Background: an optimization exercise with open tools, aiming at small area. Do not read the settings as production practice.
RTL that was checked went through simulation tests only; none was proved equivalent to the original.
The RTL of runs 3 and 4 was laid out without a check of its function.

## flow/design.v (module list and top-level ports; edited modules follow where they fit)
// module tnr_front: 555 lines
// module tnr_step: 99 lines
// module tnr_step_small: 44 lines
// module tnr_qstep: 97 lines
// module tnr_mix: 298 lines
// module tnr_fa: 10 lines
// module tnr_ha: 9 lines
// module tnr_blend_top: 107 lines
module tnr_blend_top (
    input  logic        clk,
    input  logic        reset,
    input  logic        in_valid,
    input  logic [11:0] cur,
    input  logic [11:0] prev,
    input  logic [8:0]  blend_th0,
    input  logic [8:0]  blend_th1,
    output logic        out_valid,
    output logic [11:0] out_pixel
);
  // ...
==> flow/flow/run.sh <==
#!/bin/bash
# The standard layout (standard.sh, all steps) with two changes:
# - the buffer placed on every input and output port is the smallest buffer,
#   sky130_fd_sc_hd__buf_1, instead of the default clkdlybuf4s50_1;
# - clock tree synthesis does not add dummy load cells to the clock tree.
# All tool output goes to standard.log in this folder; ORFS keeps its own
# per-step logs under orfs/logs/.
export BUFFER_PORTS_ARGS="-buffer_cell sky130_fd_sc_hd__buf_1"
export CTS_ARGS="-sink_clustering_enable -repair_clock_nets -buf_list sky130_fd_sc_hd__clkbuf_8 -dont_use_dummy_load"
bash standard.sh > standard.log 2>&1
status=$?
tail -n 30 standard.log
exit $status
==> flow/standard.sh <==
#!/bin/bash
# synth_recipe.tcl (not shown) runs the flow's synth.tcl, then flattens the netlist and writes it again
# the make line also repeats each setting of config.mk as NAME=value (left out here)
make -C /OpenROAD-flow-scripts/flow DESIGN_CONFIG=/design/flow/config.mk WORK_HOME=/design/flow/orfs CLKGATE_MAP_FILE= SYNTH_SCRIPT=/design/flow/synth_recipe.tcl "${@:-finish}"
==> flow/config.mk <==
export PLATFORM = sky130hd
export DESIGN_NAME = tnr_blend_top
export DESIGN_NICKNAME = tnr_blend_top
export VERILOG_FILES = /design/flow/design.v
export SDC_FILE = /design/flow/constraint.sdc
export NUM_CORES = 4
export LEC_CHECK = 0
export CAP_MARGIN = 20
export CORE_MARGIN = 2
export CORE_UTILIZATION = 60
export CTS_BUF_LIST = sky130_fd_sc_hd__clkbuf_8
export GPL_TIMING_DRIVEN = 0
export SLEW_MARGIN = 20
export SYNTH_HIERARCHICAL = 1
==> flow/constraint.sdc <==
create_clock -name core_clock -period 5.0 [get_ports {clk}]
set_input_delay 1.0000 -clock core_clock [delete_from_list [all_inputs] [get_ports {clk}]]
set_output_delay 1.0000 -clock core_clock [all_outputs]
set_load 0.01 [all_outputs]
==> reports/metrics.csv, run 1 <==
stage,metric,value,unit
setup_path,CP Capture Point,c1_base[11],
hold_path,worst hold start,c4_q[2],
global_route,met2 global-route usage,0.411,
sta,Hold WS,0.316,ns
clocking,CTS buffer count,17,
floorplanning,TAP cells,225,
floorplanning,core area,17400,µm²
yosys,dominant cell by count in the synthesized netlist,dfxtp_1,
setup_path,WP data required,5.33,ns
clocking,number of setup buffers added after CTS,6,
routing,"antenna viol nets, final",0,
setup_path,slowest CP cell,fa_1,
setup_path,r2r startpoint,c4_dv[1],
status,outcome,timing/DRC/antenna clean,
floorplanning,Row Count,48,
yosys,mux contribution to synthesized area,0.0267,
yosys,largest family of logic cells by synthesized area,adder cells,
global_route,first-pass GRT wire length,34400,µm
sta,Pins Over Slew Limit,0,
sta,Highest Clock Rate,206,MHz
global_route,GR Layer Usage met1,0.289,
setup_path,"most used cell, CP",a21oi_2,
routing,Remaining DRCs,0,
==> inputs of run 2 (changes only) <==
--- a/flow/config.mk
+++ b/flow/config.mk
@@ -11,2 +11,3 @@
 export CTS_BUF_LIST = sky130_fd_sc_hd__clkbuf_8
+export GPL_ROUTABILITY_DRIVEN = 0
 export GPL_TIMING_DRIVEN = 0
==> run 2 against run 1 <==
Register-to-register slack hardly changed. Sequential share of layout area stayed put. Still clean on timing, DRC and antenna. Sequential cell count stayed put. Critical endpoint unchanged.
==> reports/metrics.csv, run 2 <==
stage,metric,value,unit,change
yosys,Cells after Synth,1113,,
yosys,ys async rst share,0,,
yosys,"Top FF cell, synth",dfxtp_1,,
layout,Area Growth Syn to Fin,11.1,%,
routing,DR pass1 iterations,4,,
yosys,synthesized cell area,10700,µm²,
floorplanning,Die W,137,µm,
floorplanning,I/O pin total,58,,
hold_path,min-delay worst type,flip-flop to flip-flop,,
layout,share of layout cells above drive strength 1,0.156,,
floorplanning,Row Count,48,,unchanged
global_route,first-pass GRT wire length,34400,µm,unchanged
floorplanning,core area,17400,µm²,unchanged
setup_path,Worst EP arrival,5.18,ns,
clocking,CTS tree,built,,
placement,placed insts,1399,,
routing,"antenna viol nets, final",0,,unchanged
placement,input/output buffers,57,,
layout,fin cells,1428,,
routing,drt wl/cell,14.6,µm,
global_route,initial antenna violation count,0,,
setup_path,CP Launch Type,primary input,,
status,outcome,timing/DRC/antenna clean,,
global_route,vias in the first global route,7497,,
setup_path,r2r startpoint,c4_dv[1],,
sta,setup violators final,0,,
sta,setup TNS,0,ns,
job,MaxCap Viol Count,0,,
placement,DP Wirelength,16800,µm,
clocking,maximum buffer depth of the clock tree,2,,
setup_path,R2R Setup Slk,0.25,ns,
clocking,hold buffer count at cts,0,,
placement,post-place instance area,11200,µm²,
routing,via density per instance,5.50,,
global_route,GRT Total Usage,0.230,,
routing,Post-Route WL,20800,µm,
clocking,CTS buffer count,17,,unchanged
hold_path,worst hold start,c4_q[2],,
clocking,# clock sinks,131,,
yosys,sequential area share after synthesis,0.246,,
layout,"leading cell type in the layout, fill and taps excluded",dfxtp_1,,
layout,post-layout instance area,11900,µm²,
clocking,clock-pin slew on the worst setup and hold paths,0.09,ns,
sta,final setup skew,0.0277,ns,
floorplanning,total die area,18900,µm²,
yosys,dominant cell by count in the synthesized netlist,dfxtp_1,,
setup_path,Reg2Reg Depth,22,,
sta,Slew headroom,0.493,,
sta,Pins Over Slew Limit,0,,unchanged
floorplanning,Die Y,137,µm,
yosys,largest area contributor in the netlist,dfxtp_1,,
routing,Remaining DRCs,0,,unchanged
sta,min cycle time layout,4.85,ns,
clocking,H-Tree Depth,4,,
yosys,Commonest cells post-synth,"dfxtp_1, nor2_1, fa_1",,
clocking,Clock Latency Late Sink,0.43,ns,
sta,period utilization,0.969,,
hold_path,hold depth,0,,
setup_path,crit path max fanout,4,,
sta,slew at the pin with the worst max-slew slack,0.755,ns,
yosys,"top cells by area, synth","dfxtp_1, fa_1, ha_1, xor2_1, xnor2_1",,
setup_path,r2r endpoint,c8_q[0],,
sta,final hold viol count,0,,
hold_path,Worst Hold End,c8_q[6],,
routing,vias after detailed routing,7853,,
setup_path,Worst setup EP type,flip-flop,,
global_route,gr ovfl total,0,,
yosys,"Avg Cell Area, Syn",9.59,µm²,
yosys,Post-synth EDFFs,0,,
layout,n_diodes,0,,
routing,First DRT Iteration DRCs,231,,
global_route,pin count of the biggest net entering global routing,24,,
clocking,clk root buf,clkbuf_8,,
setup_path,WP data required,5.33,ns,about the same
yosys,Synth Register Bits,131,,
yosys,top-area cell type share of the netlist area,0.246,,
layout,"commonest non-fill, non-tap cells in the layout","dfxtp_1, nor2_1, fa_1",,
floorplanning,Initial Utilization,0.615,,
yosys,Synth cell types,77,,
sta,Highest Clock Rate,206,MHz,unchanged
setup_path,worst setup path class,primary input to flip-flop,,
yosys,YS warnings,7,,
layout,final net count,1418,,
run 2: cell counts in the layout (fill, tap and decap cells not counted):
No cell type changed its count.
run 2: worst max-delay path by stage:
stage / start / cells past startpoint / slack, ns / to
2_1_floorplan: blend_th0[4] / 22 / 0.004 / c1_base[10]
3_3_place_gp: prev[4] / 23 / -0.77 / c1_base[10]
3_5_place_dp: cur[2] / 23 / -0.75 / c1_base[10]
4_1_cts: prev[4] / 22 / 0.02 / c1_tm[6]
5_1_grt: prev[4] / 23 / -0.05 / c1_base[9]
6_report: prev[4] / 23 / 0.15 / c1_base[11]
run 2: worst max-delay path: stages:
cell and delay [ns]:
clkbuf_4 0.14, inv_2 0.05, fa_1 0.55, ha_1 0.24
or2_2 0.30, a21oi_2 0.15, a21oi_2 0.07, a21oi_2 0.17
inv_1 0.07, a21oi_2 0.16, fa_2 0.25, xnor2_2 0.13
xnor2_2 0.14, inv_2 0.08, ha_4 0.25, nor4b_4 0.13
a211oi_2 0.22, a22oi_2 0.10, nand2_1 0.11, nor2_2 0.06
a211oi_4 0.28, buf_4 0.18, mux2_2 0.32
run 2: layout make-up:
class	count	area [µm²]
Fill cell	1436	5490
Sequential cell	131	2650
Clock buffer	17	234
Tap cell	225	282
Timing Repair Buffer	71	349
Inverter	79	297
Multi-Input combinational cell	897	7990
Buffer	8	66.3
run 2: what timing repair did:
action | CTS | global route
endpoints found under the setup margin | 24 | 43
cloned | 1 | 0
gates resized for setup | 27 | 64
buffers inserted | 6 | 7
pin swaps | 8 | 25
run 2: cells by family (layout without fill, tap and decap cells):
| kind of cell | count (synthesis) | in the layout | share of synthesized area |
|---|---|---|---|
| fa+ha+maj | 183 | 183 | 0.276 |
| xor+xnor | 135 | 135 | 0.111 |
| simple gates | 322 | 322 | 0.155 |
| other cells | 1 | 5 | 0.000351 |
| compound gates | 226 | 226 | 0.152 |
| flops | 131 | 131 | 0.246 |
| mux | 26 | 26 | 0.0267 |
| buf+inv | 89 | 175 | 0.0347 |
run 2: metal layers:
metal	part of all wire	track usage
met5	0	0
met2	0.50	0.411
met4	0.010	0.0510
met3	0.025	0.0453
met1	0.47	0.289
run 2: metrics by stage:
stage	setup WS (ns)	hold WS, ns	utilization
after floorplan	0.00447	0.310	-
after global placement	-0.767	0.310	0.644
after detailed placement	-0.752	0.312	0.644
after CTS	0.0165	0.316	0.667
after global routing	-0.0521	0.319	0.683
final	0.153	0.316	0.683
run 2: Yosys stat by module (local to each module, per instance):
module	flops+latches	cells	copies in the design	area [µm²]
tnr_step_small	0	61	4	405
tnr_fa	0	1	57	20.0
tnr_step	0	66	3	440
tnr_ha	0	1	10	12.5
tnr_blend_top	131	135	1	2650
tnr_front	0	306	1	2610
tnr_mix	0	147	1	1090
tnr_qstep	0	16	1	113
==> module tnr_blend_top, before the edit <==
module tnr_blend_top (
    input  logic        clk,
    input  logic        reset,
    input  logic        in_valid,
    input  logic [11:0] cur,
    input  logic [11:0] prev,
    input  logic [8:0]  blend_th0,
    input  logic [8:0]  blend_th1,
    output logic        out_valid,
    output logic [11:0] out_pixel
);
    logic [11:0] f_base;
    logic [9:0]  f_tm;
    logic [8:0]  f_r;
    logic [8:0]  f_dv;
    tnr_front i_front (
        .cur       (cur),
        .prev      (prev),
        .blend_th0 (blend_th0),
        .blend_th1 (blend_th1),
        .base      (f_base),
        .tm        (f_tm),
        .r         (f_r),
        .dv        (f_dv)
    );
    logic [8:0] r1;
    logic       qb1;
    tnr_step_small i_step1 (.r(f_r), .dv(f_dv), .rn(r1), .q(qb1));
    logic        c1_v;
    logic [11:0] c1_base;
    logic [9:0]  c1_tm;
    logic [8:0]  c1_r;
    logic [8:0]  c1_dv;
    logic [0:0]  c1_q;
    always_ff @(posedge clk) begin
        if (reset) c1_v <= 1'b0;
        else       c1_v <= in_valid;
    end
    always_ff @(posedge clk) begin
        c1_base <= f_base;
        c1_tm   <= f_tm;
        c1_r    <= r1;
        c1_dv   <= f_dv;
        c1_q    <= {qb1};
    end
    logic [8:0] r2;
    logic       qb2;
    tnr_step_small i_step2 (.r(c1_r), .dv(c1_dv), .rn(r2), .q(qb2));
    logic [8:0] r3;
    logic       qb3;
    tnr_step_small i_step3 (.r(r2), .dv(c1_dv), .rn(r3), .q(qb3));
    logic [8:0] r4;
    logic       qb4;
    tnr_step_small i_step4 (.r(r3), .dv(c1_dv), .rn(r4), .q(qb4));
    logic        c4_v;
    logic [11:0] c4_base;
    logic [9:0]  c4_tm;
    logic [8:0]  c4_r;
    logic [8:0]  c4_dv;
    logic [3:0]  c4_q;
    always_ff @(posedge clk) begin
        if (reset) c4_v <= 1'b0;
        else       c4_v <= c1_v;
    end
    always_ff @(posedge clk) begin
        c4_base <= c1_base;
        c4_tm   <= c1_tm;
        c4_r    <= r4;
        c4_dv   <= c1_dv;
        c4_q    <= {c1_q[0], qb2, qb3, qb4};
    end
    logic [8:0] r5;
    logic       qb5;
    tnr_step i_step5 (.r(c4_r), .dv(c4_dv), .rn(r5), .q(qb5));
    logic [8:0] r6;
    logic       qb6;
    tnr_step i_step6 (.r(r5), .dv(c4_dv), .rn(r6), .q(qb6));
    logic [8:0] r7;
    logic       qb7;
    tnr_step i_step7 (.r(r6), .dv(c4_dv), .rn(r7), .q(qb7));
    logic [8:0] r8;
    logic       qb8;
    tnr_qstep i_step8 (.r(r7), .dv(c4_dv), .q(qb8));
    assign r8 = '0;
    logic        c8_v;
    logic [11:0] c8_base;
    logic [9:0]  c8_tm;
    logic [7:0]  c8_q;
    always_ff @(posedge clk) begin
        if (reset) c8_v <= 1'b0;
        else       c8_v <= c4_v;
    end
    always_ff @(posedge clk) begin
        c8_base <= c4_base;
        c8_tm   <= c4_tm;
        c8_q    <= {c4_q[3], c4_q[2], c4_q[1], c4_q[0], qb5, qb6, qb7, qb8};
    end
    logic [11:0] mix;
    tnr_mix i_mix (.q({c8_q[7], c8_q[6], c8_q[5], c8_q[4], c8_q[3], c8_q[2], c8_q[1], c8_q[0]}), .tm(c8_tm), .base(c8_base), .o(mix));
    always_ff @(posedge clk) begin
        if (reset) out_valid <= 1'b0;
        else       out_valid <= c8_v;
    end
    always_ff @(posedge clk) begin
        out_pixel <= mix;
    end
endmodule
==> inputs of run 3 (changes only) <==
--- a/flow/design.v
+++ b/flow/design.v
@@ -656,46 +656,2 @@
 endmodule
-module tnr_step_small (
-    input  logic [8:0] r,
-    input  logic [8:0] dv,
-    output logic [8:0] rn,
-    output logic       q
-);
-    wire [9:0] s0_an = {r, 1'b1};
-    wire [9:0] s0_a = ~s0_an;
-    wire [9:0] s0_d = {1'b0, dv};
-    wire [9:0] s0_g = ~s0_a & s0_d;
-    wire [9:0] s0_pp = ~s0_a | s0_d;
-    wire s0_n1g = s0_g[1] | (s0_pp[1] & s0_g[0]);
-    wire s0_n1p = s0_pp[1] & s0_pp[0];
-    wire s0_n2g = s0_g[3] | (s0_pp[3] & s0_g[2]);
-    wire s0_n2p = s0_pp[3] & s0_pp[2];
-    wire s0_n3g = s0_g[5] | (s0_pp[5] & s0_g[4]);
-    wire s0_n3p = s0_pp[5] & s0_pp[4];
-    wire s0_n4g = s0_g[7] | (s0_pp[7] & s0_g[6]);
-    wire s0_n4p = s0_pp[7] & s0_pp[6];
-    wire s0_n5g = s0_g[9] | (s0_pp[9] & s0_g[8]);
-    wire s0_n5p = s0_pp[9] & s0_pp[8];
-    wire s0_n6g = s0_n2g | (s0_n2p & s0_n1g);
-    wire s0_n6p = s0_n2p & s0_n1p;
-    wire s0_n7g = s0_n4g | (s0_n4p & s0_n3g);
-    wire s0_n7p = s0_n4p & s0_n3p;
-    wire s0_n8g = s0_n7g | (s0_n7p & s0_n6g);
-    wire s0_n8p = s0_n7p & s0_n6p;
-    wire s0_n9g = s0_n3g | (s0_n3p & s0_n6g);
-    wire s0_n9p = s0_n3p & s0_n6p;
-    wire s0_n10g = s0_n5g | (s0_n5p & s0_n8g);
-    wire s0_n10p = s0_n5p & s0_n8p;
-    wire s0_n11g = s0_g[2] | (s0_pp[2] & s0_n1g);
-    wire s0_n11p = s0_pp[2] & s0_n1p;
-    wire s0_n12g = s0_g[4] | (s0_pp[4] & s0_n6g);
-    wire s0_n12p = s0_pp[4] & s0_n6p;
-    wire s0_n13g = s0_g[6] | (s0_pp[6] & s0_n9g);
-    wire s0_n13p = s0_pp[6] & s0_n9p;
-    wire s0_n14g = s0_g[8] | (s0_pp[8] & s0_n8g);
-    wire s0_n14p = s0_pp[8] & s0_n8p;
-    wire [9:0] s0_GF = {s0_n10g, s0_n14g, s0_n8g, s0_n13g, s0_n9g, s0_n12g, s0_n6g, s0_n11g, s0_n1g, s0_g[0]};
-    wire [9:0] s0_bin = {s0_GF[8:0], 1'b0};
-    assign q = ~s0_GF[9];
-    assign rn = s0_an[8:0] ^ ({9{q}} & (s0_d[8:0] ^ s0_bin[8:0]));
-endmodule
 module tnr_qstep (
@@ -1141,3 +1097,3 @@
     logic       qb1;
-    tnr_step_small i_step1 (.r(f_r), .dv(f_dv), .rn(r1), .q(qb1));
+    tnr_step i_step1 (.r(f_r), .dv(f_dv), .rn(r1), .q(qb1));
     logic        c1_v;
@@ -1161,9 +1117,9 @@
     logic       qb2;
-    tnr_step_small i_step2 (.r(c1_r), .dv(c1_dv), .rn(r2), .q(qb2));
+    tnr_step i_step2 (.r(c1_r), .dv(c1_dv), .rn(r2), .q(qb2));
     logic [8:0] r3;
     logic       qb3;
-    tnr_step_small i_step3 (.r(r2), .dv(c1_dv), .rn(r3), .q(qb3));
+    tnr_step i_step3 (.r(r2), .dv(c1_dv), .rn(r3), .q(qb3));
     logic [8:0] r4;
     logic       qb4;
-    tnr_step_small i_step4 (.r(r3), .dv(c1_dv), .rn(r4), .q(qb4));
+    tnr_step i_step4 (.r(r3), .dv(c1_dv), .rn(r4), .q(qb4));
     logic        c4_v;
--- a/flow/config.mk
+++ b/flow/config.mk
@@ -11,3 +11,2 @@
 export CTS_BUF_LIST = sky130_fd_sc_hd__clkbuf_8
-export GPL_ROUTABILITY_DRIVEN = 0
 export GPL_TIMING_DRIVEN = 0
==> run 3 against run 2 <==
Still clean. Critical path depth is 1 higher. Routed wire length increased by 5.5%. Utilization is 0.52 points lower. Non-clock buffer count up 10. Worst hold slack got worse by 0.011 ns. Sequential share of layout area is 0.46 points lower. Synthesized cell count up 3.0%. Final cell count grew 3.2%. Clock skew decreased by 0.0024 ns.
==> reports/metrics.csv, run 3 <==
stage,metric,value,unit,change
status,outcome,timing/DRC/antenna clean,,
clocking,H-Tree Depth,4,,unchanged
clocking,hold buffer count at cts,0,,unchanged
yosys,"Avg Cell Area, Syn",9.49,µm²,-1.1%
global_route,gr ovfl total,0,,unchanged
layout,post-layout instance area,12100,µm²,+2.0%
setup_path,crit path max fanout,5,,+1
placement,placed insts,1436,,+2.6%
floorplanning,core area,17800,µm²,+2.8%
routing,First DRT Iteration DRCs,350,,+52%
setup_path,Worst EP arrival,5.25,ns,+0.07 ns
clocking,clk root buf,clkbuf_8,,
clocking,# clock sinks,131,,unchanged
yosys,top-area cell type share of the netlist area,0.241,,-0.00447
hold_path,hold depth,0,,unchanged
layout,Fillers,1528,,+6.4%
sta,final setup skew,0.0253,ns,-0.00244 ns
yosys,Synth Register Bits,131,,unchanged
setup_path,r2r endpoint,c8_q[0],,
placement,post-placement setup slack,-1.00,ns,-0.249 ns
sta,setup TNS,0,ns,unchanged
setup_path,R2R Setup Slk,0.15,ns,-0.10 ns
yosys,largest area contributor in the netlist,dfxtp_1,,
floorplanning,total die area,19200,µm²,+1.8%
yosys,sequential area share after synthesis,0.241,,-0.00447
job,MaxCap Viol Count,0,,unchanged
sta,slew at the pin with the worst max-slew slack,0.875,ns,+0.120 ns
setup_path,CP Capture Point,c1_base[10],,
yosys,Post-synth EDFFs,0,,unchanged
global_route,first-pass GRT wire length,37000,µm,+7.4%
global_route,GRT Total Usage,0.235,,+0.00465
layout,share of layout cells above drive strength 1,0.155,,-0.00113
yosys,dominant cell by count in the synthesized netlist,dfxtp_1,,
sta,final hold viol count,0,,unchanged
routing,DR pass1 iterations,5,,+1
sta,Slew headroom,0.410,,-0.0825
global_route,pin count of the biggest net entering global routing,24,,unchanged
clocking,CTS tree,built,,
routing,Remaining DRCs,0,,unchanged
yosys,Commonest cells post-synth,"dfxtp_1, nor2_1, inv_1",,
sta,setup violators final,0,,unchanged
sta,RSZ-0062 raised after global routing,yes,,
placement,Final GP Congestion,0.866,,
sta,Pins Over Slew Limit,0,,unchanged
sta,final worst setup slack,0.0912,ns,-0.0617 ns
floorplanning,Die Y,139,µm,+0.90%
layout,fin cells,1474,,+3.2%
floorplanning,Row Count,49,,+2.1%
placement,input/output buffers,57,,unchanged
sta,Highest Clock Rate,204,MHz,-1.3%
yosys,synthesized cell area,10900,µm²,+1.9%
routing,drt wl/cell,14.9,µm,+2.2%
yosys,"Top FF cell, synth",dfxtp_1,,
sta,Hold WS,0.305,ns,-0.0108 ns
placement,DP Wirelength,17700,µm,+5.5%
clocking,clock-pin slew on the worst setup and hold paths,0.08,ns,about the same
sta,min cycle time layout,4.91,ns,+0.0617 ns
routing,"antenna viol nets, final",0,,unchanged
yosys,ys async rst share,0,,unchanged
yosys,Synth cell types,70,,-9.1%
layout,"leading cell type in the layout, fill and taps excluded",dfxtp_1,,
routing,Post-Route WL,22000,µm,+5.5%
clocking,maximum buffer depth of the clock tree,2,,unchanged
yosys,"top cells by area, synth","dfxtp_1, fa_1, ha_1, xnor2_1, xor2_1",,
hold_path,min-delay worst type,flip-flop to flip-flop,,
layout,final net count,1459,,+2.9%
setup_path,critical path launch point,blend_th0[1],,
sta,period utilization,0.982,,+0.0123
yosys,YS warnings,7,,unchanged
floorplanning,Initial Utilization,0.609,,-0.00561
layout,Area Growth Syn to Fin,11.3,%,
setup_path,CP Launch Type,primary input,,
global_route,initial antenna violation count,0,,unchanged
routing,via density per instance,5.51,,+0.25%
yosys,Cells after Synth,1146,,+3.0%
setup_path,r2r startpoint,c4_dv[0],,
clocking,Clock Latency Late Sink,0.44,ns,about the same
global_route,vias in the first global route,7886,,+5.2%
setup_path,Worst setup EP type,flip-flop,,
clocking,CTS buffer count,17,,unchanged
placement,post-place instance area,11400,µm²,+2.2%
floorplanning,Die W,139,µm,+0.90%
floorplanning,I/O pin total,58,,unchanged
routing,vias after detailed routing,8126,,+3.5%
setup_path,worst setup path class,primary input to flip-flop,,
layout,"commonest non-fill, non-tap cells in the layout","dfxtp_1, nor2_1, fa_1",,
setup_path,Reg2Reg Depth,22,,unchanged
setup_path,WP data required,5.34,ns,about the same
[run 3: cell families after synthesis]
| family | Yosys count | share of synthesized area |
|---|---|---|
| flip-flops | 131 | 0.241 |
| AO/OA/AOI/OAI | 247 | 0.166 |
| AND/OR/NAND/NOR | 323 | 0.147 |
| multiplexers | 27 | 0.0273 |
| XOR/XNOR | 128 | 0.103 |
| buffers and inverters | 104 | 0.0415 |
| other | 1 | 0.000345 |
| adder cells (fa/ha/maj) | 185 | 0.273 |
[run 3: cell type report]
cell class                      instances  area, µm²  share of cell area
Antenna cell                            1       2.50            0.000207
Sequential cell                       131       2650               0.219
Multi-Input combinational cell        915       8100               0.669
Inverter                               92        349              0.0288
Clock buffer                           17        234              0.0193
Timing Repair Buffer                   77        377              0.0311
Tap cell                              229        287              0.0237
Buffer                                 12        106             0.00879
[run 3: stage by stage]
stage               utilization
finish                    0.678
global route              0.678
CTS                       0.664
detailed placement        0.641
global placement          0.641
floorplan                     -
[run 3: Yosys stat by module, one instance, submodules excluded]
module / flip-flops and latches / cell area (µm²)
tnr_blend_top: 131 / 2650
tnr_fa: 0 / 20.0
tnr_front: 0 / 2670
tnr_ha: 0 / 12.5
tnr_mix: 0 / 1090
tnr_qstep: 0 / 113
tnr_step: 0 / 440
[run 3: layer usage]
| layer | global-route usage | part of all wire |
|---|---|---|
| met5 | 0 | 0 |
| met4 | 0.0622 | 0.013 |
| met3 | 0.0425 | 0.033 |
| met2 | 0.409 | 0.50 |
| met1 | 0.304 | 0.46 |
[run 3: worst min-delay path by stage]
stage | from | endpoint | slack [ns]
5_1_grt | c1_tm[9] | c4_tm[9] | 0.31
3_5_place_dp | c1_q | c4_q[3] | 0.31
2_1_floorplan | c1_base[0] | c4_base[0] | 0.31
4_1_cts | c1_base[7] | c4_base[7] | 0.30
6_report | c1_base[7] | c4_base[7] | 0.31
3_3_place_gp | c4_tm[8] | c8_tm[8] | 0.31
[run 3: repair_timing]
item	CTS	global route
resized for setup	24	53
gates cloned	1	0
endpoints found under the hold margin	0	0
buffers inserted	9	10
setup endpoints to repair	23	27
pin swaps	7	24
[run 3: critical path, stage by stage]
cell,delay (ns)
buf_6,0.07
clkinvlp_4,0.10
fa_1,0.48
inv_2,0.10
ha_4,0.13
inv_2,0.03
maj3_2,0.29
a21o_1,0.18
a21o_1,0.20
a21oi_2,0.18
o21bai_1,0.11
a21oi_2,0.19
fa_2,0.24
xor2_2,0.19
xnor2_2,0.11
ha_1,0.33
nand2b_1,0.11
nor2_1,0.05
o21ai_1,0.12
o21a_1,0.19
o32ai_2,0.10
a21oi_2,0.25
buf_6,0.21
mux2_4,0.30
==> module tnr_mix, before the edit <==
module tnr_mix (
    input  logic [7:0]  q,
    input  logic [9:0]  tm,
    input  logic [11:0] base,
    output logic [11:0] o
);
    wire pp_0_0 = q[0] & tm[0];
    wire pp_0_1 = q[0] & tm[1];
    wire pp_0_2 = q[0] & tm[2];
    wire pp_0_3 = q[0] & tm[3];
    wire pp_0_4 = q[0] & tm[4];
    wire pp_0_5 = q[0] & tm[5];
    wire pp_0_6 = q[0] & tm[6];
    wire pp_0_7 = q[0] & tm[7];
    wire pp_0_8 = q[0] & tm[8];
    wire ppn_0 = ~(q[0] & tm[9]);
    wire pp_1_0 = q[1] & tm[0];
    wire pp_1_1 = q[1] & tm[1];
    wire pp_1_2 = q[1] & tm[2];
    wire pp_1_3 = q[1] & tm[3];
    wire pp_1_4 = q[1] & tm[4];
    wire pp_1_5 = q[1] & tm[5];
    wire pp_1_6 = q[1] & tm[6];
    wire pp_1_7 = q[1] & tm[7];
    wire pp_1_8 = q[1] & tm[8];
    wire ppn_1 = ~(q[1] & tm[9]);
    wire pp_2_0 = q[2] & tm[0];
    wire pp_2_1 = q[2] & tm[1];
    wire pp_2_2 = q[2] & tm[2];
    wire pp_2_3 = q[2] & tm[3];
    wire pp_2_4 = q[2] & tm[4];
    wire pp_2_5 = q[2] & tm[5];
    wire pp_2_6 = q[2] & tm[6];
    wire pp_2_7 = q[2] & tm[7];
    wire pp_2_8 = q[2] & tm[8];
    wire ppn_2 = ~(q[2] & tm[9]);
    wire pp_3_0 = q[3] & tm[0];
    wire pp_3_1 = q[3] & tm[1];
    wire pp_3_2 = q[3] & tm[2];
    wire pp_3_3 = q[3] & tm[3];
    wire pp_3_4 = q[3] & tm[4];
    wire pp_3_5 = q[3] & tm[5];
    wire pp_3_6 = q[3] & tm[6];
    wire pp_3_7 = q[3] & tm[7];
    wire pp_3_8 = q[3] & tm[8];
    wire ppn_3 = ~(q[3] & tm[9]);
    wire pp_4_0 = q[4] & tm[0];
    wire pp_4_1 = q[4] & tm[1];
    wire pp_4_2 = q[4] & tm[2];
    wire pp_4_3 = q[4] & tm[3];
    wire pp_4_4 = q[4] & tm[4];
    wire pp_4_5 = q[4] & tm[5];
    wire pp_4_6 = q[4] & tm[6];
    wire pp_4_7 = q[4] & tm[7];
    wire pp_4_8 = q[4] & tm[8];
    wire ppn_4 = ~(q[4] & tm[9]);
    wire pp_5_0 = q[5] & tm[0];
    wire pp_5_1 = q[5] & tm[1];
    wire pp_5_2 = q[5] & tm[2];
    wire pp_5_3 = q[5] & tm[3];
    wire pp_5_4 = q[5] & tm[4];
    wire pp_5_5 = q[5] & tm[5];
    wire pp_5_6 = q[5] & tm[6];
    wire pp_5_7 = q[5] & tm[7];
    wire pp_5_8 = q[5] & tm[8];
    wire ppn_5 = ~(q[5] & tm[9]);
    wire pp_6_0 = q[6] & tm[0];
    wire pp_6_1 = q[6] & tm[1];
    wire pp_6_2 = q[6] & tm[2];
    wire pp_6_3 = q[6] & tm[3];
    wire pp_6_4 = q[6] & tm[4];
    wire pp_6_5 = q[6] & tm[5];
    wire pp_6_6 = q[6] & tm[6];
    wire pp_6_7 = q[6] & tm[7];
    wire pp_6_8 = q[6] & tm[8];
    wire ppn_6 = ~(q[6] & tm[9]);
    wire pp_7_0 = q[7] & tm[0];
    wire pp_7_1 = q[7] & tm[1];
    wire pp_7_2 = q[7] & tm[2];
    wire pp_7_3 = q[7] & tm[3];
    wire pp_7_4 = q[7] & tm[4];
    wire pp_7_5 = q[7] & tm[5];
    wire pp_7_6 = q[7] & tm[6];
    wire pp_7_7 = q[7] & tm[7];
    wire pp_7_8 = q[7] & tm[8];
    wire ppn_7 = ~(q[7] & tm[9]);
    wire fb_1, fb_2;
    tnr_ha i_fb_1 (.a(ppn_0), .b(pp_1_8), .s(fb_1), .co(fb_2));
    wire fb_3, fb_4;
    tnr_ha i_fb_3 (.a(pp_0_6), .b(pp_1_5), .s(fb_3), .co(fb_4));
    wire fb_5, fb_6;
    tnr_fa i_fb_5 (.a(pp_0_7), .b(pp_1_6), .c(pp_2_5), .s(fb_5), .co(fb_6));
    wire fb_7, fb_8;
    tnr_fa i_fb_7 (.a(pp_3_4), .b(pp_4_3), .c(pp_5_2), .s(fb_7), .co(fb_8));
    wire fb_9, fb_10;
    tnr_fa i_fb_9 (.a(pp_0_8), .b(pp_1_7), .c(pp_2_6), .s(fb_9), .co(fb_10));
    wire fb_11, fb_12;
    tnr_fa i_fb_11 (.a(pp_3_5), .b(pp_4_4), .c(pp_5_3), .s(fb_11), .co(fb_12));
    wire fb_13, fb_14;
    tnr_ha i_fb_13 (.a(pp_6_2), .b(pp_7_1), .s(fb_13), .co(fb_14));
    wire fb_15, fb_16;
    tnr_fa i_fb_15 (.a(pp_2_7), .b(pp_3_6), .c(pp_4_5), .s(fb_15), .co(fb_16));
    wire fb_17, fb_18;
    tnr_fa i_fb_17 (.a(pp_5_4), .b(pp_6_3), .c(pp_7_2), .s(fb_17), .co(fb_18));
    wire fb_19, fb_20;
    tnr_fa i_fb_19 (.a(base[1]), .b(1'b1), .c(fb_1), .s(fb_19), .co(fb_20));
    wire fb_21, fb_22;
    tnr_fa i_fb_21 (.a(ppn_1), .b(pp_2_8), .c(pp_3_7), .s(fb_21), .co(fb_22));
    wire fb_23, fb_24;
    tnr_fa i_fb_23 (.a(pp_4_6), .b(pp_5_5), .c(pp_6_4), .s(fb_23), .co(fb_24));
    wire fb_25, fb_26;
    tnr_fa i_fb_25 (.a(pp_7_3), .b(base[2]), .c(fb_2), .s(fb_25), .co(fb_26));
    wire fb_27, fb_28;
    tnr_fa i_fb_27 (.a(ppn_2), .b(pp_3_8), .c(pp_4_7), .s(fb_27), .co(fb_28));
    wire fb_29, fb_30;
    tnr_fa i_fb_29 (.a(pp_5_6), .b(pp_6_5), .c(pp_7_4), .s(fb_29), .co(fb_30));
    wire fb_31, fb_32;
    tnr_fa i_fb_31 (.a(ppn_3), .b(pp_4_8), .c(pp_5_7), .s(fb_31), .co(fb_32));
    wire fb_33, fb_34;
    tnr_ha i_fb_33 (.a(pp_0_4), .b(pp_1_3), .s(fb_33), .co(fb_34));
    wire fb_35, fb_36;
    tnr_fa i_fb_35 (.a(pp_0_5), .b(pp_1_4), .c(pp_2_3), .s(fb_35), .co(fb_36));
    wire fb_37, fb_38;
    tnr_ha i_fb_37 (.a(pp_3_2), .b(pp_4_1), .s(fb_37), .co(fb_38));
    wire fb_39, fb_40;
    tnr_fa i_fb_39 (.a(pp_2_4), .b(pp_3_3), .c(pp_4_2), .s(fb_39), .co(fb_40));
    wire fb_41, fb_42;
    tnr_fa i_fb_41 (.a(pp_5_1), .b(pp_6_0), .c(fb_3), .s(fb_41), .co(fb_42));
    wire fb_43, fb_44;
    tnr_fa i_fb_43 (.a(pp_6_1), .b(pp_7_0), .c(1'b1), .s(fb_43), .co(fb_44));
    wire fb_45, fb_46;
    tnr_fa i_fb_45 (.a(fb_4), .b(fb_5), .c(fb_7), .s(fb_45), .co(fb_46));
    wire fb_47, fb_48;
    tnr_fa i_fb_47 (.a(base[0]), .b(fb_6), .c(fb_8), .s(fb_47), .co(fb_48));
    wire fb_49, fb_50;
    tnr_fa i_fb_49 (.a(fb_9), .b(fb_11), .c(fb_13), .s(fb_49), .co(fb_50));
    wire fb_51, fb_52;
    tnr_fa i_fb_51 (.a(fb_10), .b(fb_12), .c(fb_14), .s(fb_51), .co(fb_52));
    wire fb_53, fb_54;
    tnr_fa i_fb_53 (.a(fb_15), .b(fb_17), .c(fb_19), .s(fb_53), .co(fb_54));
    wire fb_55, fb_56;
    tnr_fa i_fb_55 (.a(fb_16), .b(fb_18), .c(fb_20), .s(fb_55), .co(fb_56));
    wire fb_57, fb_58;
    tnr_fa i_fb_57 (.a(fb_21), .b(fb_23), .c(fb_25), .s(fb_57), .co(fb_58));
    wire fb_59, fb_60;
    tnr_fa i_fb_59 (.a(base[3]), .b(fb_22), .c(fb_24), .s(fb_59), .co(fb_60));
    wire fb_61, fb_62;
    tnr_fa i_fb_61 (.a(fb_26), .b(fb_27), .c(fb_29), .s(fb_61), .co(fb_62));
    wire fb_63, fb_64;
    tnr_fa i_fb_63 (.a(pp_6_6), .b(pp_7_5), .c(base[4]), .s(fb_63), .co(fb_64));
    wire fb_65, fb_66;
    tnr_fa i_fb_65 (.a(fb_28), .b(fb_30), .c(fb_31), .s(fb_65), .co(fb_66));
    wire fb_67, fb_68;
    tnr_fa i_fb_67 (.a(ppn_4), .b(pp_5_8), .c(pp_6_7), .s(fb_67), .co(fb_68));
    wire fb_69, fb_70;
    tnr_fa i_fb_69 (.a(pp_7_6), .b(base[5]), .c(fb_32), .s(fb_69), .co(fb_70));
    wire fb_71, fb_72;
    tnr_fa i_fb_71 (.a(ppn_5), .b(pp_6_8), .c(pp_7_7), .s(fb_71), .co(fb_72));
    wire fb_73, fb_74;
    tnr_ha i_fb_73 (.a(pp_0_3), .b(pp_1_2), .s(fb_73), .co(fb_74));
    wire fb_75, fb_76;
    tnr_fa i_fb_75 (.a(pp_2_2), .b(pp_3_1), .c(pp_4_0), .s(fb_75), .co(fb_76));
    wire fb_77, fb_78;
    tnr_fa i_fb_77 (.a(pp_5_0), .b(fb_34), .c(fb_35), .s(fb_77), .co(fb_78));
    wire fb_79, fb_80;
    tnr_fa i_fb_79 (.a(fb_36), .b(fb_38), .c(fb_39), .s(fb_79), .co(fb_80));
    wire fb_81, fb_82;
    tnr_fa i_fb_81 (.a(fb_40), .b(fb_42), .c(fb_43), .s(fb_81), .co(fb_82));
    wire fb_83, fb_84;
    tnr_fa i_fb_83 (.a(fb_44), .b(fb_46), .c(fb_47), .s(fb_83), .co(fb_84));
    wire fb_85, fb_86;
    tnr_fa i_fb_85 (.a(fb_48), .b(fb_50), .c(fb_51), .s(fb_85), .co(fb_86));
    wire fb_87, fb_88;
    tnr_fa i_fb_87 (.a(fb_52), .b(fb_54), .c(fb_55), .s(fb_87), .co(fb_88));
    wire fb_89, fb_90;
    tnr_fa i_fb_89 (.a(fb_56), .b(fb_58), .c(fb_59), .s(fb_89), .co(fb_90));
    wire fb_91, fb_92;
    tnr_fa i_fb_91 (.a(fb_60), .b(fb_62), .c(fb_63), .s(fb_91), .co(fb_92));
    wire fb_93, fb_94;
    tnr_fa i_fb_93 (.a(fb_64), .b(fb_66), .c(fb_67), .s(fb_93), .co(fb_94));
    wire fb_95, fb_96;
    tnr_fa i_fb_95 (.a(base[6]), .b(fb_68), .c(fb_70), .s(fb_95), .co(fb_96));
    wire fb_97, fb_98;
    tnr_fa i_fb_97 (.a(ppn_6), .b(pp_7_8), .c(base[7]), .s(fb_97), .co(fb_98));
    wire fb_99, fb_100;
    tnr_ha i_fb_99 (.a(pp_0_2), .b(pp_1_1), .s(fb_99), .co(fb_100));
    wire fb_101, fb_102;
    tnr_fa i_fb_101 (.a(pp_2_1), .b(pp_3_0), .c(fb_73), .s(fb_101), .co(fb_102));
    wire fb_103, fb_104;
    tnr_fa i_fb_103 (.a(fb_33), .b(fb_74), .c(fb_75), .s(fb_103), .co(fb_104));
    wire fb_105, fb_106;
    tnr_fa i_fb_105 (.a(fb_37), .b(fb_76), .c(fb_77), .s(fb_105), .co(fb_106));
    wire fb_107, fb_108;
    tnr_fa i_fb_107 (.a(fb_41), .b(fb_78), .c(fb_79), .s(fb_107), .co(fb_108));
    wire fb_109, fb_110;
    tnr_fa i_fb_109 (.a(fb_45), .b(fb_80), .c(fb_81), .s(fb_109), .co(fb_110));
    wire fb_111, fb_112;
    tnr_fa i_fb_111 (.a(fb_49), .b(fb_82), .c(fb_83), .s(fb_111), .co(fb_112));
    wire fb_113, fb_114;
    tnr_fa i_fb_113 (.a(fb_53), .b(fb_84), .c(fb_85), .s(fb_113), .co(fb_114));
    wire fb_115, fb_116;
    tnr_fa i_fb_115 (.a(fb_57), .b(fb_86), .c(fb_87), .s(fb_115), .co(fb_116));
    wire fb_117, fb_118;
    tnr_fa i_fb_117 (.a(fb_61), .b(fb_88), .c(fb_89), .s(fb_117), .co(fb_118));
    wire fb_119, fb_120;
    tnr_fa i_fb_119 (.a(fb_65), .b(fb_90), .c(fb_91), .s(fb_119), .co(fb_120));
    wire fb_121, fb_122;
    tnr_fa i_fb_121 (.a(fb_69), .b(fb_92), .c(fb_93), .s(fb_121), .co(fb_122));
    wire fb_123, fb_124;
    tnr_fa i_fb_123 (.a(fb_71), .b(fb_94), .c(fb_95), .s(fb_123), .co(fb_124));
    wire fb_125, fb_126;
    tnr_fa i_fb_125 (.a(fb_72), .b(fb_96), .c(fb_97), .s(fb_125), .co(fb_126));
    wire fb_127, fb_128;
    tnr_fa i_fb_127 (.a(ppn_7), .b(base[8]), .c(fb_98), .s(fb_127), .co(fb_128));
    wire fb_129, fb_130;
    tnr_ha i_fb_129 (.a(base[9]), .b(1'b1), .s(fb_129), .co(fb_130));
    wire fb_131, fb_132;
    tnr_ha i_fb_131 (.a(base[10]), .b(1'b1), .s(fb_131), .co(fb_132));
    wire fb_133, fb_134;
    tnr_ha i_fb_133 (.a(base[11]), .b(1'b1), .s(fb_133), .co(fb_134));
    wire [19:0] fb_ra = {fb_132, fb_130, fb_128, fb_126, fb_124, fb_122, fb_120, fb_118, fb_116, fb_114, fb_112, fb_110, fb_108, fb_106, fb_104, fb_102, fb_100, pp_2_0, pp_0_1, pp_0_0};
    wire [19:0] fb_rb = {fb_133, fb_131, fb_129, fb_127, fb_125, fb_123, fb_121, fb_119, fb_117, fb_115, fb_113, fb_111, fb_109, fb_107, fb_105, fb_103, fb_101, fb_99, pp_1_0, 1'b0};
    wire [19:0] cp_a = {fb_ra[19], fb_ra[18], fb_ra[17], fb_ra[16], fb_ra[15], fb_ra[14], fb_ra[13], fb_ra[12], fb_ra[11], fb_ra[10], fb_ra[9], fb_ra[8], fb_ra[7], fb_ra[6], fb_ra[5], fb_ra[4], fb_ra[3], fb_ra[2], fb_ra[1], fb_ra[0]};
    wire [19:0] cp_b = {fb_rb[19], fb_rb[18], fb_rb[17], fb_rb[16], fb_rb[15], fb_rb[14], fb_rb[13], fb_rb[12], fb_rb[11], fb_rb[10], fb_rb[9], fb_rb[8], fb_rb[7], fb_rb[6], fb_rb[5], fb_rb[4], fb_rb[3], fb_rb[2], fb_rb[1], fb_rb[0]};
    wire [19:0] cp_g = cp_a & cp_b;
    wire [19:0] cp_x = cp_a ^ cp_b;
    wire [19:0] cp_g0 = {cp_g[19:1], cp_g[0] | (cp_x[0] & 1'b0)};
    wire cp_n1g = cp_g0[1] | (cp_x[1] & cp_g0[0]);
    wire cp_n1p = cp_x[1] & cp_x[0];
    wire cp_n2g = cp_g0[3] | (cp_x[3] & cp_g0[2]);
    wire cp_n2p = cp_x[3] & cp_x[2];
    wire cp_n3g = cp_g0[5] | (cp_x[5] & cp_g0[4]);
    wire cp_n3p = cp_x[5] & cp_x[4];
    wire cp_n4g = cp_g0[7] | (cp_x[7] & cp_g0[6]);
    wire cp_n4p = cp_x[7] & cp_x[6];
    wire cp_n5g = cp_g0[9] | (cp_x[9] & cp_g0[8]);
    wire cp_n5p = cp_x[9] & cp_x[8];
    wire cp_n6g = cp_g0[11] | (cp_x[11] & cp_g0[10]);
    wire cp_n6p = cp_x[11] & cp_x[10];
    wire cp_n7g = cp_g0[13] | (cp_x[13] & cp_g0[12]);
    wire cp_n7p = cp_x[13] & cp_x[12];
    wire cp_n8g = cp_g0[15] | (cp_x[15] & cp_g0[14]);
    wire cp_n8p = cp_x[15] & cp_x[14];
    wire cp_n9g = cp_g0[17] | (cp_x[17] & cp_g0[16]);
    wire cp_n9p = cp_x[17] & cp_x[16];
    wire cp_n10g = cp_g0[19] | (cp_x[19] & cp_g0[18]);
    wire cp_n10p = cp_x[19] & cp_x[18];
    wire cp_n11g = cp_n2g | (cp_n2p & cp_n1g);
    wire cp_n11p = cp_n2p & cp_n1p;
    wire cp_n12g = cp_n4g | (cp_n4p & cp_n3g);
    wire cp_n12p = cp_n4p & cp_n3p;
    wire cp_n13g = cp_n6g | (cp_n6p & cp_n5g);
    wire cp_n13p = cp_n6p & cp_n5p;
    wire cp_n14g = cp_n8g | (cp_n8p & cp_n7g);
    wire cp_n14p = cp_n8p & cp_n7p;
    wire cp_n15g = cp_n10g | (cp_n10p & cp_n9g);
    wire cp_n15p = cp_n10p & cp_n9p;
    wire cp_n16g = cp_n12g | (cp_n12p & cp_n11g);
    wire cp_n16p = cp_n12p & cp_n11p;
    wire cp_n17g = cp_n14g | (cp_n14p & cp_n13g);
    wire cp_n17p = cp_n14p & cp_n13p;
    wire cp_n18g = cp_n17g | (cp_n17p & cp_n16g);
    wire cp_n18p = cp_n17p & cp_n16p;
    wire cp_n19g = cp_n13g | (cp_n13p & cp_n16g);
    wire cp_n19p = cp_n13p & cp_n16p;
    wire cp_n20g = cp_n15g | (cp_n15p & cp_n18g);
    wire cp_n20p = cp_n15p & cp_n18p;
    wire cp_n21g = cp_n3g | (cp_n3p & cp_n11g);
    wire cp_n21p = cp_n3p & cp_n11p;
    wire cp_n22g = cp_n5g | (cp_n5p & cp_n16g);
    wire cp_n22p = cp_n5p & cp_n16p;
    wire cp_n23g = cp_n7g | (cp_n7p & cp_n19g);
    wire cp_n23p = cp_n7p & cp_n19p;
    wire cp_n24g = cp_n9g | (cp_n9p & cp_n18g);
    wire cp_n24p = cp_n9p & cp_n18p;
    wire cp_n25g = cp_g0[2] | (cp_x[2] & cp_n1g);
    wire cp_n25p = cp_x[2] & cp_n1p;
    wire cp_n26g = cp_g0[4] | (cp_x[4] & cp_n11g);
    wire cp_n26p = cp_x[4] & cp_n11p;
    wire cp_n27g = cp_g0[6] | (cp_x[6] & cp_n21g);
    wire cp_n27p = cp_x[6] & cp_n21p;
    wire cp_n28g = cp_g0[8] | (cp_x[8] & cp_n16g);
    wire cp_n28p = cp_x[8] & cp_n16p;
    wire cp_n29g = cp_g0[10] | (cp_x[10] & cp_n22g);
    wire cp_n29p = cp_x[10] & cp_n22p;
    wire cp_n30g = cp_g0[12] | (cp_x[12] & cp_n19g);
    wire cp_n30p = cp_x[12] & cp_n19p;
    wire cp_n31g = cp_g0[14] | (cp_x[14] & cp_n23g);
    wire cp_n31p = cp_x[14] & cp_n23p;
    wire cp_n32g = cp_g0[16] | (cp_x[16] & cp_n18g);
    wire cp_n32p = cp_x[16] & cp_n18p;
    wire cp_n33g = cp_g0[18] | (cp_x[18] & cp_n24g);
    wire cp_n33p = cp_x[18] & cp_n24p;
    wire [19:0] cp_GF = {cp_n20g, cp_n33g, cp_n24g, cp_n32g, cp_n18g, cp_n31g, cp_n23g, cp_n30g, cp_n19g, cp_n29g, cp_n22g, cp_n28g, cp_n16g, cp_n27g, cp_n21g, cp_n26g, cp_n11g, cp_n25g, cp_n1g, cp_g0[0]};
    wire [19:0] cp_cin = {cp_GF[18:0], 1'b0};
    wire [19:0] cp_s = cp_x ^ cp_cin;
    assign o = {cp_s[19], cp_s[18], cp_s[17], cp_s[16], cp_s[15], cp_s[14], cp_s[13], cp_s[12], cp_s[11], cp_s[10], cp_s[9], cp_s[8]};
endmodule
==> inputs of run 4 (changes only) <==
--- a/flow/design.v
+++ b/flow/design.v
@@ -656,2 +656,46 @@
 endmodule
+module tnr_step_small (
+    input  logic [8:0] r,
+    input  logic [8:0] dv,
+    output logic [8:0] rn,
+    output logic       q
+);
+    wire [9:0] s0_an = {r, 1'b1};
+    wire [9:0] s0_a = ~s0_an;
+    wire [9:0] s0_d = {1'b0, dv};
+    wire [9:0] s0_g = ~s0_a & s0_d;
+    wire [9:0] s0_pp = ~s0_a | s0_d;
+    wire s0_n1g = s0_g[1] | (s0_pp[1] & s0_g[0]);
+    wire s0_n1p = s0_pp[1] & s0_pp[0];
+    wire s0_n2g = s0_g[3] | (s0_pp[3] & s0_g[2]);
+    wire s0_n2p = s0_pp[3] & s0_pp[2];
+    wire s0_n3g = s0_g[5] | (s0_pp[5] & s0_g[4]);
+    wire s0_n3p = s0_pp[5] & s0_pp[4];
+    wire s0_n4g = s0_g[7] | (s0_pp[7] & s0_g[6]);
+    wire s0_n4p = s0_pp[7] & s0_pp[6];
+    wire s0_n5g = s0_g[9] | (s0_pp[9] & s0_g[8]);
+    wire s0_n5p = s0_pp[9] & s0_pp[8];
+    wire s0_n6g = s0_n2g | (s0_n2p & s0_n1g);
+    wire s0_n6p = s0_n2p & s0_n1p;
+    wire s0_n7g = s0_n4g | (s0_n4p & s0_n3g);
+    wire s0_n7p = s0_n4p & s0_n3p;
+    wire s0_n8g = s0_n7g | (s0_n7p & s0_n6g);
+    wire s0_n8p = s0_n7p & s0_n6p;
+    wire s0_n9g = s0_n3g | (s0_n3p & s0_n6g);
+    wire s0_n9p = s0_n3p & s0_n6p;
+    wire s0_n10g = s0_n5g | (s0_n5p & s0_n8g);
+    wire s0_n10p = s0_n5p & s0_n8p;
+    wire s0_n11g = s0_g[2] | (s0_pp[2] & s0_n1g);
+    wire s0_n11p = s0_pp[2] & s0_n1p;
+    wire s0_n12g = s0_g[4] | (s0_pp[4] & s0_n6g);
+    wire s0_n12p = s0_pp[4] & s0_n6p;
+    wire s0_n13g = s0_g[6] | (s0_pp[6] & s0_n9g);
+    wire s0_n13p = s0_pp[6] & s0_n9p;
+    wire s0_n14g = s0_g[8] | (s0_pp[8] & s0_n8g);
+    wire s0_n14p = s0_pp[8] & s0_n8p;
+    wire [9:0] s0_GF = {s0_n10g, s0_n14g, s0_n8g, s0_n13g, s0_n9g, s0_n12g, s0_n6g, s0_n11g, s0_n1g, s0_g[0]};
+    wire [9:0] s0_bin = {s0_GF[8:0], 1'b0};
+    assign q = ~s0_GF[9];
+    assign rn = s0_an[8:0] ^ ({9{q}} & (s0_d[8:0] ^ s0_bin[8:0]));
+endmodule
 module tnr_qstep (
@@ -1001,48 +1045,20 @@
     wire cp_n11g = cp_n2g | (cp_n2p & cp_n1g);
-    wire cp_n11p = cp_n2p & cp_n1p;
-    wire cp_n12g = cp_n4g | (cp_n4p & cp_n3g);
-    wire cp_n12p = cp_n4p & cp_n3p;
-    wire cp_n13g = cp_n6g | (cp_n6p & cp_n5g);
-    wire cp_n13p = cp_n6p & cp_n5p;
-    wire cp_n14g = cp_n8g | (cp_n8p & cp_n7g);
-    wire cp_n14p = cp_n8p & cp_n7p;
-    wire cp_n15g = cp_n10g | (cp_n10p & cp_n9g);
-    wire cp_n15p = cp_n10p & cp_n9p;
-    wire cp_n16g = cp_n12g | (cp_n12p & cp_n11g);
-    wire cp_n16p = cp_n12p & cp_n11p;
-    wire cp_n17g = cp_n14g | (cp_n14p & cp_n13g);
-    wire cp_n17p = cp_n14p & cp_n13p;
-    wire cp_n18g = cp_n17g | (cp_n17p & cp_n16g);
-    wire cp_n18p = cp_n17p & cp_n16p;
-    wire cp_n19g = cp_n13g | (cp_n13p & cp_n16g);
-    wire cp_n19p = cp_n13p & cp_n16p;
-    wire cp_n20g = cp_n15g | (cp_n15p & cp_n18g);
-    wire cp_n20p = cp_n15p & cp_n18p;
-    wire cp_n21g = cp_n3g | (cp_n3p & cp_n11g);
-    wire cp_n21p = cp_n3p & cp_n11p;
-    wire cp_n22g = cp_n5g | (cp_n5p & cp_n16g);
-    wire cp_n22p = cp_n5p & cp_n16p;
-    wire cp_n23g = cp_n7g | (cp_n7p & cp_n19g);
-    wire cp_n23p = cp_n7p & cp_n19p;
-    wire cp_n24g = cp_n9g | (cp_n9p & cp_n18g);
-    wire cp_n24p = cp_n9p & cp_n18p;
-    wire cp_n25g = cp_g0[2] | (cp_x[2] & cp_n1g);
-    wire cp_n25p = cp_x[2] & cp_n1p;
-    wire cp_n26g = cp_g0[4] | (cp_x[4] & cp_n11g);
-    wire cp_n26p = cp_x[4] & cp_n11p;
-    wire cp_n27g = cp_g0[6] | (cp_x[6] & cp_n21g);
-    wire cp_n27p = cp_x[6] & cp_n21p;
-    wire cp_n28g = cp_g0[8] | (cp_x[8] & cp_n16g);
-    wire cp_n28p = cp_x[8] & cp_n16p;
-    wire cp_n29g = cp_g0[10] | (cp_x[10] & cp_n22g);
-    wire cp_n29p = cp_x[10] & cp_n22p;
-    wire cp_n30g = cp_g0[12] | (cp_x[12] & cp_n19g);
-    wire cp_n30p = cp_x[12] & cp_n19p;
-    wire cp_n31g = cp_g0[14] | (cp_x[14] & cp_n23g);
-    wire cp_n31p = cp_x[14] & cp_n23p;
-    wire cp_n32g = cp_g0[16] | (cp_x[16] & cp_n18g);
-    wire cp_n32p = cp_x[16] & cp_n18p;
-    wire cp_n33g = cp_g0[18] | (cp_x[18] & cp_n24g);
-    wire cp_n33p = cp_x[18] & cp_n24p;
-    wire [19:0] cp_GF = {cp_n20g, cp_n33g, cp_n24g, cp_n32g, cp_n18g, cp_n31g, cp_n23g, cp_n30g, cp_n19g, cp_n29g, cp_n22g, cp_n28g, cp_n16g, cp_n27g, cp_n21g, cp_n26g, cp_n11g, cp_n25g, cp_n1g, cp_g0[0]};
+    wire cp_n12g = cp_n3g | (cp_n3p & cp_n11g);
+    wire cp_n13g = cp_n4g | (cp_n4p & cp_n12g);
+    wire cp_n14g = cp_n5g | (cp_n5p & cp_n13g);
+    wire cp_n15g = cp_n6g | (cp_n6p & cp_n14g);
+    wire cp_n16g = cp_n7g | (cp_n7p & cp_n15g);
+    wire cp_n17g = cp_n8g | (cp_n8p & cp_n16g);
+    wire cp_n18g = cp_n9g | (cp_n9p & cp_n17g);
+    wire cp_n19g = cp_n10g | (cp_n10p & cp_n18g);
+    wire cp_n20g = cp_g0[2] | (cp_x[2] & cp_n1g);
+    wire cp_n21g = cp_g0[4] | (cp_x[4] & cp_n11g);
+    wire cp_n22g = cp_g0[6] | (cp_x[6] & cp_n12g);
+    wire cp_n23g = cp_g0[8] | (cp_x[8] & cp_n13g);
+    wire cp_n24g = cp_g0[10] | (cp_x[10] & cp_n14g);
+    wire cp_n25g = cp_g0[12] | (cp_x[12] & cp_n15g);
+    wire cp_n26g = cp_g0[14] | (cp_x[14] & cp_n16g);
+    wire cp_n27g = cp_g0[16] | (cp_x[16] & cp_n17g);
+    wire cp_n28g = cp_g0[18] | (cp_x[18] & cp_n18g);
+    wire [19:0] cp_GF = {cp_n19g, cp_n28g, cp_n18g, cp_n27g, cp_n17g, cp_n26g, cp_n16g, cp_n25g, cp_n15g, cp_n24g, cp_n14g, cp_n23g, cp_n13g, cp_n22g, cp_n12g, cp_n21g, cp_n11g, cp_n20g, cp_n1g, cp_g0[0]};
     wire [19:0] cp_cin = {cp_GF[18:0], 1'b0};
@@ -1097,3 +1113,3 @@
     logic       qb1;
-    tnr_step i_step1 (.r(f_r), .dv(f_dv), .rn(r1), .q(qb1));
+    tnr_step_small i_step1 (.r(f_r), .dv(f_dv), .rn(r1), .q(qb1));
     logic        c1_v;
@@ -1117,9 +1133,9 @@
     logic       qb2;
-    tnr_step i_step2 (.r(c1_r), .dv(c1_dv), .rn(r2), .q(qb2));
+    tnr_step_small i_step2 (.r(c1_r), .dv(c1_dv), .rn(r2), .q(qb2));
     logic [8:0] r3;
     logic       qb3;
-    tnr_step i_step3 (.r(r2), .dv(c1_dv), .rn(r3), .q(qb3));
+    tnr_step_small i_step3 (.r(r2), .dv(c1_dv), .rn(r3), .q(qb3));
     logic [8:0] r4;
     logic       qb4;
-    tnr_step i_step4 (.r(r3), .dv(c1_dv), .rn(r4), .q(qb4));
+    tnr_step_small i_step4 (.r(r3), .dv(c1_dv), .rn(r4), .q(qb4));
     logic        c4_v;
==> run 4 against run 3 <==
Non-clock buffer count shrank 4. Via count shrank 3.1%. Critical path depth shrank 4. Register-to-register slack gained 0.05 ns. Clock-buffer cell count is the same. Routed wire length shrank 2.6%. Synthesized cell count shrank 3.1%. Fmax grew 2.0%. First-iteration DRC count grew 7.4%. Design area shrank 1.0%.
==> reports/metrics.csv, run 4 <==
stage,metric,value,unit,change
clocking,clock-pin slew on the worst setup and hold paths,0.07,ns,about the same
yosys,Post-Synth XOR/XNOR Area,0.111,,+0.00790
layout,Area Growth Syn to Fin,12.4,%,
yosys,"Avg Cell Area, Syn",9.59,µm²,+1.0%
floorplanning,core area,17400,µm²,-2.7%
global_route,first-pass GRT wire length,35500,µm,-3.9%
yosys,dominant cell by count in the synthesized netlist,dfxtp_1,,
layout,fin cells,1432,,-2.8%
sta,period utilization,0.963,,-0.0191
routing,Post-Route WL,21400,µm,-2.6%
setup_path,CP top delay family,compound AO/OA/AOI/OAI gates,,
placement,post-placement setup slack,-0.889,ns,+0.112 ns
layout,final net count,1422,,-2.5%
sta,Slew headroom,0.446,,+0.0353
floorplanning,Die Y,137,µm,-0.99%
setup_path,WP data required,5.37,ns,+0.03 ns
yosys,synthesized cell area,10700,µm²,-2.0%
sta,final setup skew,0.0277,ns,+0.00245 ns
routing,DR pass1 iterations,5,,unchanged
sta,final worst setup slack,0.187,ns,+0.0957 ns
layout,"commonest non-fill, non-tap cells in the layout","dfxtp_1, nor2_1, fa_1",,
layout,n_diodes,0,,-1
setup_path,slowest CP cell,fa_2,,
sta,Hold WS,0.300,ns,-0.00559 ns
sta,setup violators final,0,,unchanged
yosys,Cells after Synth,1111,,-3.1%
placement,DP Wirelength,17000,µm,-4.0%
setup_path,CP Launch Type,primary input,,
yosys,Synth Register Bits,131,,unchanged
yosys,ys async rst share,0,,unchanged
clocking,hold buffer count at cts,0,,unchanged
setup_path,worst setup path class,primary input to flip-flop,,
routing,drt wl/cell,14.9,µm,+0.30%
global_route,GRT Total Usage,0.238,,+0.00298
layout,"leading cell type in the layout, fill and taps excluded",dfxtp_1,,
yosys,"top cells by area, synth","dfxtp_1, fa_1, ha_1, xor2_1, and2_1",,
placement,input/output buffers,57,,unchanged
setup_path,Worst setup EP type,flip-flop,,
floorplanning,Initial Utilization,0.614,,+0.00424
yosys,Post-synth EDFFs,0,,unchanged
setup_path,"most used cell, CP",a21oi_2,,
setup_path,"Cell Chain, Critical Path",clkbuf_2 > fa_2 > ha_1 > or2_2 > a21oi_2 > a21oi_2 > a21oi_2 > inv_1 > a21oi_2 > fa_2 > xor2_2 > xnor2_2 > ha_1 > inv_2 > nor4_1 > a21oi_1 > o21ai_2 > or4b_1 > a22o_2 > o21ba_2,,
yosys,Commonest cells post-synth,"dfxtp_1, nor2_1, fa_1",,
sta,final hold viol count,0,,unchanged
setup_path,critical path's largest stage delay,0.61,ns,+0.13 ns
yosys,top-area cell type share of the netlist area,0.246,,+0.00501
yosys,YS warnings,7,,unchanged
layout,Fillers,1395,,-8.7%
sta,Highest Clock Rate,208,MHz,+2.0%
global_route,gr ovfl total,0,,unchanged
global_route,initial antenna violation count,0,,unchanged
clocking,clk root buf,clkbuf_8,,
hold_path,min-delay worst type,flip-flop to flip-flop,,
yosys,sequential area share after synthesis,0.246,,+0.00501
sta,min cycle time layout,4.81,ns,-0.0957 ns
yosys,largest area contributor in the netlist,dfxtp_1,,
placement,placed insts,1397,,-2.7%
routing,"antenna viol nets, final",0,,unchanged
yosys,Adder-Cell Fraction of Synth Area,0.276,,+0.00332
clocking,Clock Latency Late Sink,0.42,ns,-0.02 ns
floorplanning,Die W,137,µm,-0.99%
job,MaxCap Viol Count,0,,unchanged
sta,Pins Over Slew Limit,0,,unchanged
setup_path,crit path max fanout,10,,+5
yosys,Synth cell types,73,,+4.3%
clocking,CTS tree,built,,
yosys,Compound-Gate Fraction of Synth Area,0.152,,-0.0145
routing,via density per instance,5.50,,-0.25%
layout,share of layout cells above drive strength 1,0.173,,+0.0180
yosys,largest family of logic cells by synthesized area,adder cells,,
global_route,pin count of the biggest net entering global routing,24,,unchanged
floorplanning,Row Count,48,,-2.0%
routing,vias after detailed routing,7875,,-3.1%
floorplanning,I/O pin total,58,,unchanged
clocking,H-Tree Depth,4,,unchanged
setup_path,CP bufs+invs,3,,-2
yosys,mux contribution to synthesized area,0.0268,,-0.000490
floorplanning,total die area,18800,µm²,-2.0%
clocking,# clock sinks,131,,unchanged
global_route,vias in the first global route,7620,,-3.4%
status,outcome,timing/DRC/antenna clean,,
routing,First DRT Iteration DRCs,376,,+7.4%
yosys,"Top FF cell, synth",dfxtp_1,,
routing,Remaining DRCs,0,,unchanged
placement,Final GP Congestion,0.865,,about the same
sta,slew at the pin with the worst max-slew slack,0.826,ns,-0.0497 ns
yosys,simple-gate share of the synthesized area,0.156,,+0.00870
setup_path,Worst EP arrival,5.18,ns,-0.07 ns
clocking,maximum buffer depth of the clock tree,2,,unchanged
clocking,CTS buffer count,17,,unchanged
run 4: changes by cell type after synthesis, moves of 5 or more:
cell	previous run	this run
a211o_1	9	4
a21o_1	25	14
a21oi_1	61	55
a31oi_1	32	24
and2_2	8	0
buf_6	8	3
inv_1	91	70
o2111ai_1	8	15
o21a_1	5	0
o21ai_0	23	42
o311a_1	0	5
xnor2_1	67	55
xor2_1	61	80
run 4: cell type report:
cell class | instances | area, µm² | share of cell area
Multi-Input combinational cell | 904 | 8090 | 0.676
Inverter | 70 | 263 | 0.0219
Clock buffer | 17 | 234 | 0.0195
Buffer | 8 | 66.3 | 0.00554
Sequential cell | 131 | 2650 | 0.221
Timing Repair Buffer | 77 | 392 | 0.0327
Tap cell | 225 | 282 | 0.0235
run 4: cells by family (layout without fill, tap and decap cells):
group | after synthesis | after routing
AOI/OAI and AO/OA | 227 | 227
xor gates and xnor gates | 135 | 135
adders and majority gates | 183 | 183
buffers and inverters | 80 | 172
DFF | 131 | 131
muxes | 26 | 26
other | 1 | 5
and+or+nand+nor | 328 | 328
run 4: per-module statistics from Yosys (local to each module, per instance):
module	flip-flops and latches	area, µm²
tnr_mix	0	1070
tnr_front	0	2610
tnr_blend_top	131	2650
tnr_fa	0	20.0
tnr_qstep	0	113
tnr_step_small	0	405
tnr_step	0	440
tnr_ha	0	12.5
run 4: final timing paths:
| check | from | cells past startpoint | endpoint | slack (ns) |
|---|---|---|---|---|
| worst max-delay path | cur[4] | 20 | c1_tm[6] | 0.19 |
| worst max register to register | c4_dv[0] | 22 | c8_q[0] | 0.20 |
| worst min-delay path | c4_q[2] | 0 | c8_q[6] | 0.30 |
| worst min register to register | c4_q[2] | 0 | c8_q[6] | 0.30 |
run 4: metal layers:
metal,GRT usage,vias to the layer above,share of wire
li1,-,3989,-
met1,0.311,3749,0.47
met2,0.407,111,0.49
met3,0.0438,26,0.028
met4,0.0624,0,0.013
met5,0,-,0
run 4: through the flow:
step                      TNS [ns]   util  area (µm²)
after floorplan                  0      -       10700
after global placement      -17.32  0.643       11200
after detailed placement    -18.72  0.643       11200
after CTS                        0  0.667       11600
after global routing        -0.499  0.690       12000
final                            0  0.690       12000
run 4: repair_timing:
item / in CTS / in global routing
pin swaps: 9 / 27
gates cloned: 0 / 0
gates resized for setup: 29 / 87
endpoints found under the setup margin: 27 / 43
setup buffers: 9 / 11
endpoints found under the hold margin: 0 / 0

-- port drivers added, routing unchanged --
The results above use ideal ports. As a check the final layouts listed here were re-extracted and re-timed, cells and wires unchanged.
Step 1, drivers: a clkbuf_16 drives clk and a buf_2 each remaining input, both assumed.
Step 2, shift: input delay + t, output delay - t, t = (earliest + latest rising clock arrival at the registers) / 2. This alone moves slack from input paths to output paths.
a / b / c = ideal / step 1 / step 2; a / b = the first two.
run | t, ns | slack for setup (ns) | worst register clock-pin slew, ns | worst data-port slew with drivers (ns) | cell pins on the clock port's net
run 1 | 0.455 | 0.153 / 0.142 / -0.313 | 0.09 / 0.09 | 0.06 | 1
run 2 | 0.455 | 0.153 / 0.142 / -0.313 | 0.09 / 0.09 | 0.06 | 1
run 3 | 0.470 | 0.091 / 0.093 / -0.376 | 0.08 / 0.08 | 0.07 | 1
run 4 | 0.450 | 0.187 / 0.201 / -0.249 | 0.08 / 0.08 | 0.06 | 1
Met with ideal ports but missed after step 2: setup timing in every run listed. The setup slack of run 3, which loses most, moves by +0.002 ns with the drivers and by -0.467 ns with both steps.
